This design comes from an exercise in tuning for small area on the open sky130 flow, not from production work.
Where RTL was checked, it was by simulation tests only, not by an equivalence proof against the original.
No driver is modelled on the clock port, so clocking that relies on it looks cheaper here than on a real chip.
No activity file was given, so power comes from the tool's default toggle rates.

==> trial 30: inputs <==
==> flow/design.v (excerpt) <==
module secure_xfer_engine (
    input  logic        clk,
    input  logic        rst,
    input  logic        wr_valid,
    input  logic [15:0] wr_key,
    input  logic [9:0]  wr_addr,
    input  logic [31:0] wr_data,
    output logic        wr_ready,
    output logic        mem_valid,
    output logic [31:0] mem_data,
    input  logic        mem_ready,
    input  logic        rd_valid,
    input  logic [15:0] rd_key,
    input  logic [9:0]  rd_addr,
    input  logic [31:0] rd_data,
    output logic        rd_ready,
    output logic        reg_valid,
    output logic [31:0] reg_data,
    input  logic        reg_ready,
    output logic        locked,
    output logic [1:0]  key_err,
    output logic [15:0] acc_cnt,
    output logic [15:0] rej_cnt
);
clock: 30.0 ns
lec_check: 0
abc_area: 1
cap_margin: 0
core_margin: 2
core_utilization: 75
place_density: 0.85
slew_margin: 0
standard.sh (not shown) runs the stock make flow with config.mk's settings and CLKGATE_MAP_FILE= SYNTH_SCRIPT=/design/flow/synth_recipe.tcl, a recipe that flattens the netlist after the stock synthesis.
==> flow/flow/run.sh <==
#!/bin/bash
# Layout flow: the standard layout (standard.sh) with these changes:
#  - Yosys synth runs without its early "abc -fast" (SYNTH_ARGS=-noabc), so
#    the full-adder extraction sees the adder logic as written;
#  - after synthesis, the logic other than full adders, flip-flops and
#    tie cells is mapped again with an area-oriented ABC script
#    (haprep.py marks the half adders to keep, reopt.tcl maps, fixconst.py
#    handles constant pins); registers keep their cells and names;
#  - the port buffers use the smallest buffer cell;
#  - CTS adds no dummy loads, and its buffers are then downsized where the
#    clock-pin slew allows (cts_downsize.tcl).
set -euo pipefail
export SYNTH_ARGS="-noabc"
export BUFFER_PORTS_ARGS="-buffer_cell sky130_fd_sc_hd__buf_1"
export CTS_ARGS="-sink_clustering_enable -repair_clock_nets -dont_use_dummy_load"
export POST_CTS_TCL=$PWD/flow/cts_downsize.tcl

bash standard.sh synth > standard_synth.log 2>&1

RES=orfs/results/$FLOW_PLATFORM/secure_xfer_engine/base
PLAT=$FLOW_HOME/platforms/$FLOW_PLATFORM
YOSYS=${YOSYS_EXE:-$FLOW_HOME/../tools/install/yosys/bin/yosys}
cp $RES/1_2_yosys.v $RES/1_2_yosys.standard.v
export REOPT_LIB=$PLAT/lib/sky130_fd_sc_hd__tt_025C_1v80.lib
python3 flow/haprep.py $RES/1_2_yosys.standard.v $RES/1_2_yosys.haprep.v > haprep.log 2>&1
export REOPT_IN=$RES/1_2_yosys.haprep.v
export REOPT_OUT=$RES/1_2_yosys.reopt.v
export REOPT_TOP=$FLOW_TOP
export REOPT_ABC="+strash;&get,-n;&deepsyn,-T,30;&put;dch,-f;amap;mfs3,-a;topo;dnsize"
export REOPT_DONT_USE=$(awk '/DONT_USE_CELLS \+=/{f=1} f{for(i=1;i<=NF;i++) if($i ~ /^sky130/) printf "-dont_use %s ", $i} f&&!/\\$/{f=0}' $PLAT/config.mk)
"$YOSYS" -c flow/reopt.tcl > reopt.log 2>&1
python3 flow/fixconst.py $REOPT_OUT $RES/1_2_yosys.v > fixconst.log 2>&1
rm -f $RES/1_synth.odb $RES/1_synth.sdc

bash standard.sh finish > standard_finish.log 2>&1
==> flow/flow/cts_downsize.tcl <==
proc my_worst_ck_slew {} {
  set w 0
  foreach p [get_pins -hierarchical */CLK] {
    set s [get_property $p slew_max]
    if {$s > $w} { set w $s }
  }
  return $w
}
estimate_parasitics -placement
puts "cts_downsize: worst clock-pin slew before [my_worst_ck_slew]"
foreach c [get_cells clkbuf*] {
  set keep [get_property [get_lib_cells -of $c] name]
  if {![string match "*clkbuf_16" $keep]} { continue }
  foreach m {sky130_fd_sc_hd__clkbuf_8 sky130_fd_sc_hd__clkbuf_4} {
    replace_cell $c $m
    estimate_parasitics -placement
    if {[my_worst_ck_slew] > 0.105} {
      replace_cell $c $keep
      estimate_parasitics -placement
      break
    }
    set keep $m
  }
  puts "cts_downsize: [get_name $c] -> $keep"
}
puts "cts_downsize: worst clock-pin slew after [my_worst_ck_slew]"
detailed_placement
check_placement -verbose
==> flow/flow/reopt.tcl <==
# Re-map the combinational logic of the standard synthesis netlist with an
# area-oriented ABC script. Full adders, flip-flops, tie cells and the half
# adders haprep.py marked (as ha_2) are kept as they are (same instances,
# same names); every other cell is expanded to its liberty function and
# mapped again.
yosys read_liberty -ignore_miss_func $::env(REOPT_LIB)
yosys read_verilog $::env(REOPT_IN)
yosys hierarchy -top $::env(REOPT_TOP)
yosys setattr -mod -set keep_hierarchy 1 sky130_fd_sc_hd__fa_* sky130_fd_sc_hd__ha_2 sky130_fd_sc_hd__df* sky130_fd_sc_hd__edf* sky130_fd_sc_hd__conb_1
yosys flatten
yosys opt_clean -purge
yosys abc -script $::env(REOPT_ABC) -liberty $::env(REOPT_LIB) {*}$::env(REOPT_DONT_USE) -D 30000 $::env(REOPT_TOP)
yosys opt_clean -purge
yosys select $::env(REOPT_TOP)
yosys rename -hide w:*.* w:*$*
yosys opt_clean -purge
yosys write_verilog -noattr -noexpr -selected $::env(REOPT_OUT)
Other scripts of this flow, unchanged in this note and not shown: flow/flow/fixconst.py, flow/flow/haprep.py
==> build 46: changes against trial 30 <==
--- a/flow/flow/run.sh
+++ b/flow/flow/run.sh
@@ -7,13 +7,11 @@
 #    (haprep.py marks the half adders to keep, reopt.tcl maps, fixconst.py
 #    handles constant pins); registers keep their cells and names;
 #  - the port buffers use the smallest buffer cell;
-#  - CTS adds no dummy loads, and its buffers are then downsized where the
-#    clock-pin slew allows (cts_downsize.tcl).
+#  - CTS adds no dummy loads.
 set -euo pipefail
 export SYNTH_ARGS="-noabc"
 export BUFFER_PORTS_ARGS="-buffer_cell sky130_fd_sc_hd__buf_1"
 export CTS_ARGS="-sink_clustering_enable -repair_clock_nets -dont_use_dummy_load"
-export POST_CTS_TCL=$PWD/flow/cts_downsize.tcl
 
 bash standard.sh synth > standard_synth.log 2>&1
 
@@ -26,7 +24,7 @@
 export REOPT_IN=$RES/1_2_yosys.haprep.v
 export REOPT_OUT=$RES/1_2_yosys.reopt.v
 export REOPT_TOP=$FLOW_TOP
-export REOPT_ABC="+strash;&get,-n;&deepsyn,-T,30;&put;dch,-f;amap;mfs3,-a;topo;dnsize"
+export REOPT_ABC="+strash;&get,-n;&deepsyn,-T,30;&put;dch;amap;topo;dnsize"
 export REOPT_DONT_USE=$(awk '/DONT_USE_CELLS \+=/{f=1} f{for(i=1;i<=NF;i++) if($i ~ /^sky130/) printf "-dont_use %s ", $i} f&&!/\\$/{f=0}' $PLAT/config.mk)
 "$YOSYS" -c flow/reopt.tcl > reopt.log 2>&1
 python3 flow/fixconst.py $REOPT_OUT $RES/1_2_yosys.v > fixconst.log 2>&1
Settings changed: CAP_MARGIN 0 to 20, CORE_UTILIZATION 75 to 80, PLACE_DENSITY 0.85 to 0.88, SLEW_MARGIN 0 to 20.
removed: flow/flow/cts_downsize.tcl
==> build 60: changes against trial 30 <==
--- a/flow/flow/cts_downsize.tcl
+++ b/flow/flow/cts_downsize.tcl
@@ -11,7 +11,7 @@
 foreach c [get_cells clkbuf*] {
   set keep [get_property [get_lib_cells -of $c] name]
   if {![string match "*clkbuf_16" $keep]} { continue }
-  foreach m {sky130_fd_sc_hd__clkbuf_8 sky130_fd_sc_hd__clkbuf_4} {
+  foreach m {sky130_fd_sc_hd__clkbuf_8 sky130_fd_sc_hd__clkbuf_4 sky130_fd_sc_hd__clkbuf_2} {
     replace_cell $c $m
     estimate_parasitics -placement
     if {[my_worst_ck_slew] > 0.105} {
==> run notes <==
item                                                                     build 60                   build 46                  trial 30
Buf+Inv Stages, Crit Path                                                       4                          5                         4
Final wirelength                                                          51.6 mm                    53.4 mm                   51.6 mm
Largest voltage drop on the vdd net                                     0.0352 mV                  0.0436 mV                 0.0352 mV
Initial core utilization                                                    76.7%                      80.8%                     76.7%
Area growth, synth to finish                                                9.49%                      9.94%                     9.49%
Met3 Track Usage GR                                                         15.0%                      12.2%                     15.0%
Smallest setup slack after layout                                         6.54 ns                    5.84 ns                   6.54 ns
Cell count after placement                                                  2,329                      2,345                     2,329
Maximum clock skew at final layout                                      0.0284 ns                  0.0277 ns                 0.0284 ns
Power drawn by the combinational cells                                0.0000782 W                0.0000804 W               0.0000782 W
Max stage delay cell, worst path                         sky130_fd_sc_hd__a21oi_2  sky130_fd_sc_hd__clkinv_1  sky130_fd_sc_hd__a21oi_2
Number of multi-input combinational cells                                   1,566                      1,568                     1,566
Length of the first detailed-routing pass in iterations                         8                          9                         8
Status                                                   timing/DRC/antenna clean   timing/DRC/antenna clean  timing/DRC/antenna clean
Gate power share                                                            22.4%                      21.8%                     22.4%
Cell area after layout                                                 19,100 µm²                 19,200 µm²                19,100 µm²
Flip-flop and latch share of the layout cell area                           16.0%                      15.9%                     16.0%

* * *

==> 11-28: inputs <==
Another version of the RTL of secure_xfer_engine (not shown whole).
==> flow/config.mk <==
export PLATFORM = sky130hd
export DESIGN_NAME = secure_xfer_engine
export DESIGN_NICKNAME = secure_xfer_engine
export VERILOG_FILES = /design/flow/design.v
export SDC_FILE = /design/flow/constraint.sdc
export NUM_CORES = 4
export LEC_CHECK = 0
export ABC_AREA = 1
export CAP_MARGIN = 20
export CORE_MARGIN = 2
export CORE_UTILIZATION = 70
export PLACE_DENSITY = 0.8
export SLEW_MARGIN = 20
==> flow/constraint.sdc <==
create_clock -name core_clock -period 30.0 [get_ports {clk}]
set_input_delay 6.0000 -clock core_clock [delete_from_list [all_inputs] [get_ports {clk}]]
set_output_delay 6.0000 -clock core_clock [all_outputs]
set_load 0.01 [all_outputs]
==> flow/flow/run.sh <==
#!/bin/bash
# Standard layout, except that the port buffers use the smallest buffer cell.
set -euo pipefail
export BUFFER_PORTS_ARGS="-buffer_cell sky130_fd_sc_hd__buf_1"
bash standard.sh finish > standard_finish.log 2>&1
==> 11-01 (differences from 11-28) <==
==> flow/run.sh (new file) <==
#!/bin/bash
# synth_recipe.tcl (not shown) runs the flow's synth.tcl, then flattens the netlist and writes it again
# the make line also repeats each setting of config.mk as NAME=value (left out here)
make -C /OpenROAD-flow-scripts/flow DESIGN_CONFIG=/design/flow/config.mk WORK_HOME=/design/flow/orfs CLKGATE_MAP_FILE= SYNTH_SCRIPT=/design/flow/synth_recipe.tcl finish
- ABC_AREA: 1 -> unset
- CORE_UTILIZATION: 70 -> 40
- PLACE_DENSITY: 0.8 -> unset
removed: flow/flow/run.sh
removed: flow/standard.sh
==> 05-15 (differences from 11-28) <==
==> flow/run.sh (new file) <==
#!/bin/bash
# synth_recipe.tcl (not shown) runs the flow's synth.tcl, then flattens the netlist and writes it again
# the make line also repeats each setting of config.mk as NAME=value (left out here)
make -C /OpenROAD-flow-scripts/flow DESIGN_CONFIG=/design/flow/config.mk WORK_HOME=/design/flow/orfs CLKGATE_MAP_FILE= SYNTH_SCRIPT=/design/flow/synth_recipe.tcl finish
removed: flow/flow/run.sh
removed: flow/standard.sh
==> 02-24 (differences from 11-28) <==
==> flow/flow/run.sh (replaced) <==
#!/bin/bash
# Standard layout, except: Yosys synth runs without its early "abc -fast"
# (so the full-adder extraction sees the logic as written), and the port
# buffers use the smallest buffer cell.
set -euo pipefail
export SYNTH_ARGS="-noabc"
export BUFFER_PORTS_ARGS="-buffer_cell sky130_fd_sc_hd__buf_1"
bash standard.sh finish > standard_finish.log 2>&1
==> comparison <==
Routed wire length: 02-24 < 11-28 < 05-15 < 11-01.
In 02-24 the synthesized cell count is smaller than in 05-15, by 10%.
The lowest first-iteration DRC count belongs to 11-01, the highest to 05-15.
Final cell count, highest first: 11-01, 05-15, 11-28, 02-24.

* * *

==> exp/amber <==
secure_xfer_engine, a different RTL version from the one above (not shown whole).
Settings: LEC_CHECK=0, ABC_AREA=1, CAP_MARGIN=20, CORE_MARGIN=2, CORE_UTILIZATION=85, PLACE_DENSITY=0.92, SLEW_MARGIN=20; clock period 30.0 ns.
==> flow/flow/run.sh <==
#!/bin/bash
# Standard layout, except: Yosys synth runs without its early "abc -fast"
# (so the full-adder extraction sees the logic as written), the port
# buffers use the smallest buffer cell, and CTS adds no dummy loads.
set -euo pipefail
export SYNTH_ARGS="-noabc"
export BUFFER_PORTS_ARGS="-buffer_cell sky130_fd_sc_hd__buf_1"
export CTS_ARGS="-sink_clustering_enable -repair_clock_nets -dont_use_dummy_load"
bash standard.sh finish > standard_finish.log 2>&1
==> inputs of exp/garnet, as changes to exp/amber <==
--- a/flow/design.v
+++ b/flow/design.v
@@ -24,12 +24,12 @@
 );
     logic [3:0] lk_cnt;
     logic wr_fire, rd_fire, wr_kok, rd_kok;
     logic wr_good, wr_bad, rd_good, rd_bad;
     logic wr_big, rd_big;
-    logic [31:0] wr_xf, rd_q, rd_xf, rd_st;
-    logic rd_fl;
+    logic [31:0] wr_xf, wr_st, rd_q, rd_xf, rd_st;
+    logic wr_fl, wr_nz, rd_fl, rd_nz;
     assign wr_ready = !locked && (!mem_valid || mem_ready);
     assign rd_ready = !locked && (!reg_valid || reg_ready);
     assign wr_kok  = (wr_key == 16'h0032);
     assign rd_kok  = (rd_key == 16'h0032);
     assign wr_fire = wr_valid && wr_ready;
@@ -106,72 +106,72 @@
     logic wms757, wmc758, wms759, wmc760, wms761, wmc762, wms763, wmc764, wms765, wmc766, wms767, wmc768;
     logic wms769, wmc770, wms771, wmc772, wms773, wmc774, wms775, wmc776, wms777, wmc778, wms779, wmc780;
     logic wms781, wmc782, wms783, wmc784, wms785, wmc786, wms787, wmc788, wms789, wmc790, wms791, wmc792;
     logic wms793, wmc794, wms795, wmc796, wms797, wmc798, wms799, wmc800, wms801, wmc802, wms803, wmc804;
     logic wms805, wmc806, wms807, wmc808, wms809, wmc810, wms811, wmc812, wms813, wmc814, wms815;
-    assign n1 = ~wr_data[0];
-    assign was2 = wr_data[1] ^ wr_data[0];
-    assign wac3 = wr_data[1] & wr_data[0];
-    assign was4 = ~(wr_data[2] ^ wac3);
-    assign wac5 = wr_data[2] | wac3;
-    assign was6 = ~(wr_data[3] ^ wac5);
-    assign wac7 = wr_data[3] | wac5;
-    assign was8 = ~(wr_data[4] ^ wac7);
-    assign wac9 = wr_data[4] | wac7;
-    assign was10 = ~(wr_data[5] ^ wac9);
-    assign wac11 = wr_data[5] | wac9;
-    assign was12 = ~(wr_data[6] ^ wac11);
-    assign wac13 = wr_data[6] | wac11;
-    assign was14 = ~(wr_data[7] ^ wac13);
-    assign wac15 = wr_data[7] | wac13;
-    assign was16 = ~(wr_data[8] ^ wac15);
-    assign wac17 = wr_data[8] | wac15;
-    assign was18 = ~(wr_data[9] ^ wac17);
-    assign wac19 = wr_data[9] | wac17;
-    assign was20 = ~(wr_data[10] ^ wac19);
-    assign wac21 = wr_data[10] | wac19;
-    assign was22 = ~(wr_data[11] ^ wac21);
-    assign wac23 = wr_data[11] | wac21;
-    assign was24 = ~(wr_data[12] ^ wac23);
-    assign wac25 = wr_data[12] | wac23;
-    assign was26 = ~(wr_data[13] ^ wac25);
-    assign wac27 = wr_data[13] | wac25;
-    assign was28 = ~(wr_data[14] ^ wac27);
-    assign wac29 = wr_data[14] | wac27;
-    assign was30 = ~(wr_data[15] ^ wac29);
-    assign wac31 = wr_data[15] | wac29;
-    assign was32 = ~(wr_data[16] ^ wac31);
-    assign wac33 = wr_data[16] | wac31;
-    assign was34 = ~(wr_data[17] ^ wac33);
-    assign wac35 = wr_data[17] | wac33;
-    assign was36 = ~(wr_data[18] ^ wac35);
-    assign wac37 = wr_data[18] | wac35;
-    assign was38 = ~(wr_data[19] ^ wac37);
-    assign wac39 = wr_data[19] | wac37;
-    assign was40 = ~(wr_data[20] ^ wac39);
-    assign wac41 = wr_data[20] | wac39;
-    assign was42 = ~(wr_data[21] ^ wac41);
-    assign wac43 = wr_data[21] | wac41;
-    assign was44 = ~(wr_data[22] ^ wac43);
-    assign wac45 = wr_data[22] | wac43;
-    assign was46 = ~(wr_data[23] ^ wac45);
-    assign wac47 = wr_data[23] | wac45;
-    assign was48 = ~(wr_data[24] ^ wac47);
-    assign wac49 = wr_data[24] | wac47;
-    assign was50 = ~(wr_data[25] ^ wac49);
-    assign wac51 = wr_data[25] | wac49;
-    assign was52 = ~(wr_data[26] ^ wac51);
-    assign wac53 = wr_data[26] | wac51;
-    assign was54 = ~(wr_data[27] ^ wac53);
-    assign wac55 = wr_data[27] | wac53;
-    assign was56 = ~(wr_data[28] ^ wac55);
-    assign wac57 = wr_data[28] | wac55;
-    assign was58 = ~(wr_data[29] ^ wac57);
-    assign wac59 = wr_data[29] | wac57;
-    assign was60 = ~(wr_data[30] ^ wac59);
-    assign wac61 = wr_data[30] | wac59;
-    assign was62 = wr_data[31] ^ wac61;
+    assign n1 = ~wr_st[0];
+    assign was2 = wr_st[1] ^ wr_st[0];
+    assign wac3 = wr_st[1] & wr_st[0];
+    assign was4 = ~(wr_st[2] ^ wac3);
+    assign wac5 = wr_st[2] | wac3;
+    assign was6 = ~(wr_st[3] ^ wac5);
+    assign wac7 = wr_st[3] | wac5;
+    assign was8 = ~(wr_st[4] ^ wac7);
+    assign wac9 = wr_st[4] | wac7;
+    assign was10 = ~(wr_st[5] ^ wac9);
+    assign wac11 = wr_st[5] | wac9;
+    assign was12 = ~(wr_st[6] ^ wac11);
+    assign wac13 = wr_st[6] | wac11;
+    assign was14 = ~(wr_st[7] ^ wac13);
+    assign wac15 = wr_st[7] | wac13;
+    assign was16 = ~(wr_st[8] ^ wac15);
+    assign wac17 = wr_st[8] | wac15;
+    assign was18 = ~(wr_st[9] ^ wac17);
+    assign wac19 = wr_st[9] | wac17;
+    assign was20 = ~(wr_st[10] ^ wac19);
+    assign wac21 = wr_st[10] | wac19;
+    assign was22 = ~(wr_st[11] ^ wac21);
+    assign wac23 = wr_st[11] | wac21;
+    assign was24 = ~(wr_st[12] ^ wac23);
+    assign wac25 = wr_st[12] | wac23;
+    assign was26 = ~(wr_st[13] ^ wac25);
+    assign wac27 = wr_st[13] | wac25;
+    assign was28 = ~(wr_st[14] ^ wac27);
+    assign wac29 = wr_st[14] | wac27;
+    assign was30 = ~(wr_st[15] ^ wac29);
+    assign wac31 = wr_st[15] | wac29;
+    assign was32 = ~(wr_st[16] ^ wac31);
+    assign wac33 = wr_st[16] | wac31;
+    assign was34 = ~(wr_st[17] ^ wac33);
+    assign wac35 = wr_st[17] | wac33;
+    assign was36 = ~(wr_st[18] ^ wac35);
+    assign wac37 = wr_st[18] | wac35;
+    assign was38 = ~(wr_st[19] ^ wac37);
+    assign wac39 = wr_st[19] | wac37;
+    assign was40 = ~(wr_st[20] ^ wac39);
+    assign wac41 = wr_st[20] | wac39;
+    assign was42 = ~(wr_st[21] ^ wac41);
+    assign wac43 = wr_st[21] | wac41;
+    assign was44 = ~(wr_st[22] ^ wac43);
+    assign wac45 = wr_st[22] | wac43;
+    assign was46 = ~(wr_st[23] ^ wac45);
+    assign wac47 = wr_st[23] | wac45;
+    assign was48 = ~(wr_st[24] ^ wac47);
+    assign wac49 = wr_st[24] | wac47;
+    assign was50 = ~(wr_st[25] ^ wac49);
+    assign wac51 = wr_st[25] | wac49;
+    assign was52 = ~(wr_st[26] ^ wac51);
+    assign wac53 = wr_st[26] | wac51;
+    assign was54 = ~(wr_st[27] ^ wac53);
+    assign wac55 = wr_st[27] | wac53;
+    assign was56 = ~(wr_st[28] ^ wac55);
+    assign wac57 = wr_st[28] | wac55;
+    assign was58 = ~(wr_st[29] ^ wac57);
+    assign wac59 = wr_st[29] | wac57;
+    assign was60 = ~(wr_st[30] ^ wac59);
+    assign wac61 = wr_st[30] | wac59;
+    assign was62 = wr_st[31] ^ wac61;
     assign n63 = ~was62;
     assign n64 = n1 & was2;
     assign n65 = was2 & ~n1;
     assign n66 = n1 & was4;
     assign n67 = n1 & was6;
@@ -1874,32 +1874,41 @@
         end
     end
     always_ff @(posedge clk or posedge rst) begin
         if (rst) begin
             mem_valid <= 1'b0;
-            mem_data  <= '0;
+            wr_fl     <= 1'b0;
+            wr_nz     <= 1'b0;
         end else if (wr_good) begin
             mem_valid <= 1'b1;
-            mem_data  <= wr_big ? wr_xf : wr_data;
+            wr_fl     <= wr_big;
+            wr_nz     <= 1'b1;
         end else if (mem_ready) begin
             mem_valid <= 1'b0;
         end
     end
+    always_ff @(posedge clk) begin
+        if (wr_good) wr_st <= wr_data;
+    end
+    assign mem_data = wr_fl ? wr_xf : (wr_st & {32{wr_nz}});
     always_ff @(posedge clk or posedge rst) begin
         if (rst) begin
             reg_valid <= 1'b0;
             rd_fl     <= 1'b0;
-            rd_st     <= '0;
+            rd_nz     <= 1'b0;
         end else if (rd_good) begin
             reg_valid <= 1'b1;
             rd_fl     <= rd_big;
-            rd_st     <= rd_big ? rd_q : rd_data;
+            rd_nz     <= 1'b1;
         end else if (reg_ready) begin
             reg_valid <= 1'b0;
         end
     end
-    assign reg_data = rd_fl ? rd_xf : rd_st;
+    always_ff @(posedge clk) begin
+        if (rd_good) rd_st <= rd_big ? rd_q : rd_data;
+    end
+    assign reg_data = rd_fl ? rd_xf : (rd_st & {32{rd_nz}});
     always_ff @(posedge clk or posedge rst) begin
         if (rst) key_err <= 2'b00;
         else     key_err <= {rd_bad, wr_bad};
     end
     logic [1:0]  n_good, n_bad;
==> inputs of exp/lagoon, as changes to exp/amber <==
==> flow/flow/run.sh (replaced) <==
#!/bin/bash
# Standard layout, except: Yosys synth runs without its early "abc -fast"
# (so the full-adder extraction sees the logic as written), and the port
# buffers use the smallest buffer cell.
set -euo pipefail
export SYNTH_ARGS="-noabc"
export BUFFER_PORTS_ARGS="-buffer_cell sky130_fd_sc_hd__buf_1"
bash standard.sh finish > standard_finish.log 2>&1
==> run notes <==
Result of the run: exp/garnet timing/DRC/antenna clean; exp/lagoon timing/DRC/antenna clean; exp/amber timing/DRC/antenna clean
Largest stage delay on the critical path: exp/garnet 1020 ps; exp/lagoon 970 ps; exp/amber 990 ps
GRT met3 Usage: exp/garnet 34.16%; exp/lagoon 13.39%; exp/amber 13.48%
Arrival time of data at the critical path endpoint: exp/garnet 17,050 ps; exp/lagoon 15,850 ps; exp/amber 22,110 ps
Post-synthesis adder-cell area fraction: exp/garnet 53.19%; exp/lagoon 52.54%; exp/amber 52.54%
Number of vias after detailed routing: exp/garnet 17,485; exp/lagoon 16,863; exp/amber 16,724
Area of the core: exp/garnet 21,890 um2; exp/lagoon 22,430 um2; exp/amber 22,430 um2
Number of distinct library cell variants in the gate-level netlist after synthesis: exp/garnet 33; exp/lagoon 41; exp/amber 41
Initial DRC Count: exp/garnet 3,354; exp/lagoon 2,035; exp/amber 1,970
Reg-to-reg slack, setup: exp/garnet 23,810 ps; exp/lagoon 23,480 ps; exp/amber 23,780 ps
Compound-cell area share of the yosys netlist: exp/garnet 4.023%; exp/lagoon 5.155%; exp/amber 5.155%
Worst-case setup margin in the final layout: exp/garnet 6947 ps; exp/lagoon 8153 ps; exp/amber 8123 ps
HPWL after detailed placement: exp/garnet 44,610 um; exp/lagoon 42,120 um; exp/amber 42,120 um
Clock share of power: exp/garnet 26.0%; exp/lagoon 4.6%; exp/amber 4.0%
Logic inverters: exp/garnet 186; exp/lagoon 198; exp/amber 198
Kind of start point of the critical path: exp/garnet flop; exp/lagoon flop; exp/amber input port
Post-DP Area: exp/garnet 19,920 um2; exp/lagoon 20,090 um2; exp/amber 20,090 um2
Terminating pin of the worst hold path: exp/garnet mem_valid; exp/lagoon mem_data[19]; exp/amber mem_data[24]
Fraction of final layout cells with drive strength greater than 1: exp/garnet 6.188%; exp/lagoon 3.427%; exp/amber 3.125%
Number of cells on the worst reg-to-reg path: exp/garnet 22; exp/lagoon 23; exp/amber 23
The RTL of exp/amber and exp/lagoon was laid out without a check of its function.

-- separate check: timing with driven ports --
Ports are ideal in the flow. The routed layouts listed here were re-timed in OpenROAD.
Step 1 assumes that a clkbuf_16 drives the clock port and a buf_2 every other input.
Step 2, shift: input delay + t, output delay - t, t = (earliest + latest rising clock arrival at the registers) / 2. This alone moves slack from input paths to output paths.
a / b / c = ideal / step 1 / step 2; a / b = the first two.
run | t (ns) | slack for setup (ns) | worst setup path after step 2 | worst register clock-pin slew, ns | cell pins on the clock port's net
trial 30 | 0.548 | 6.542 / 6.497 / 7.044 | register to output | 0.11 / 0.11 | 1
build 46 | 0.402 | 5.836 / 5.791 / 6.193 | register to output | 0.09 / 0.09 | 1
build 60 | 0.548 | 6.542 / 6.497 / 7.044 | register to output | 0.11 / 0.11 | 1
11-28 | 0.396 | 8.044 / 7.999 / 8.395 | register to output | 0.09 / 0.09 | 1
11-01 | 0.413 | 8.428 / 8.382 / 8.740 | input to register | 0.08 / 0.08 | 1
05-15 | 0.405 | 7.421 / 7.374 / 7.779 | register to output | 0.09 / 0.09 | 1
02-24 | 0.400 | 8.073 / 8.083 / 7.683 | input to register | 0.09 / 0.09 | 1
exp/amber | 0.390 | 8.123 / 8.140 / 7.750 | input to register | 0.08 / 0.08 | 1
exp/garnet | 0.392 | 6.947 / 6.912 / 7.304 | register to output | 0.08 / 0.08 | 1
exp/lagoon | 0.400 | 8.153 / 8.109 / 7.779 | input to register | 0.08 / 0.08 | 1
After both steps setup and hold are still met in every run listed. The setup slack of 02-24, which loses most, moves by +0.010 ns with the drivers and by -0.390 ns with both steps.
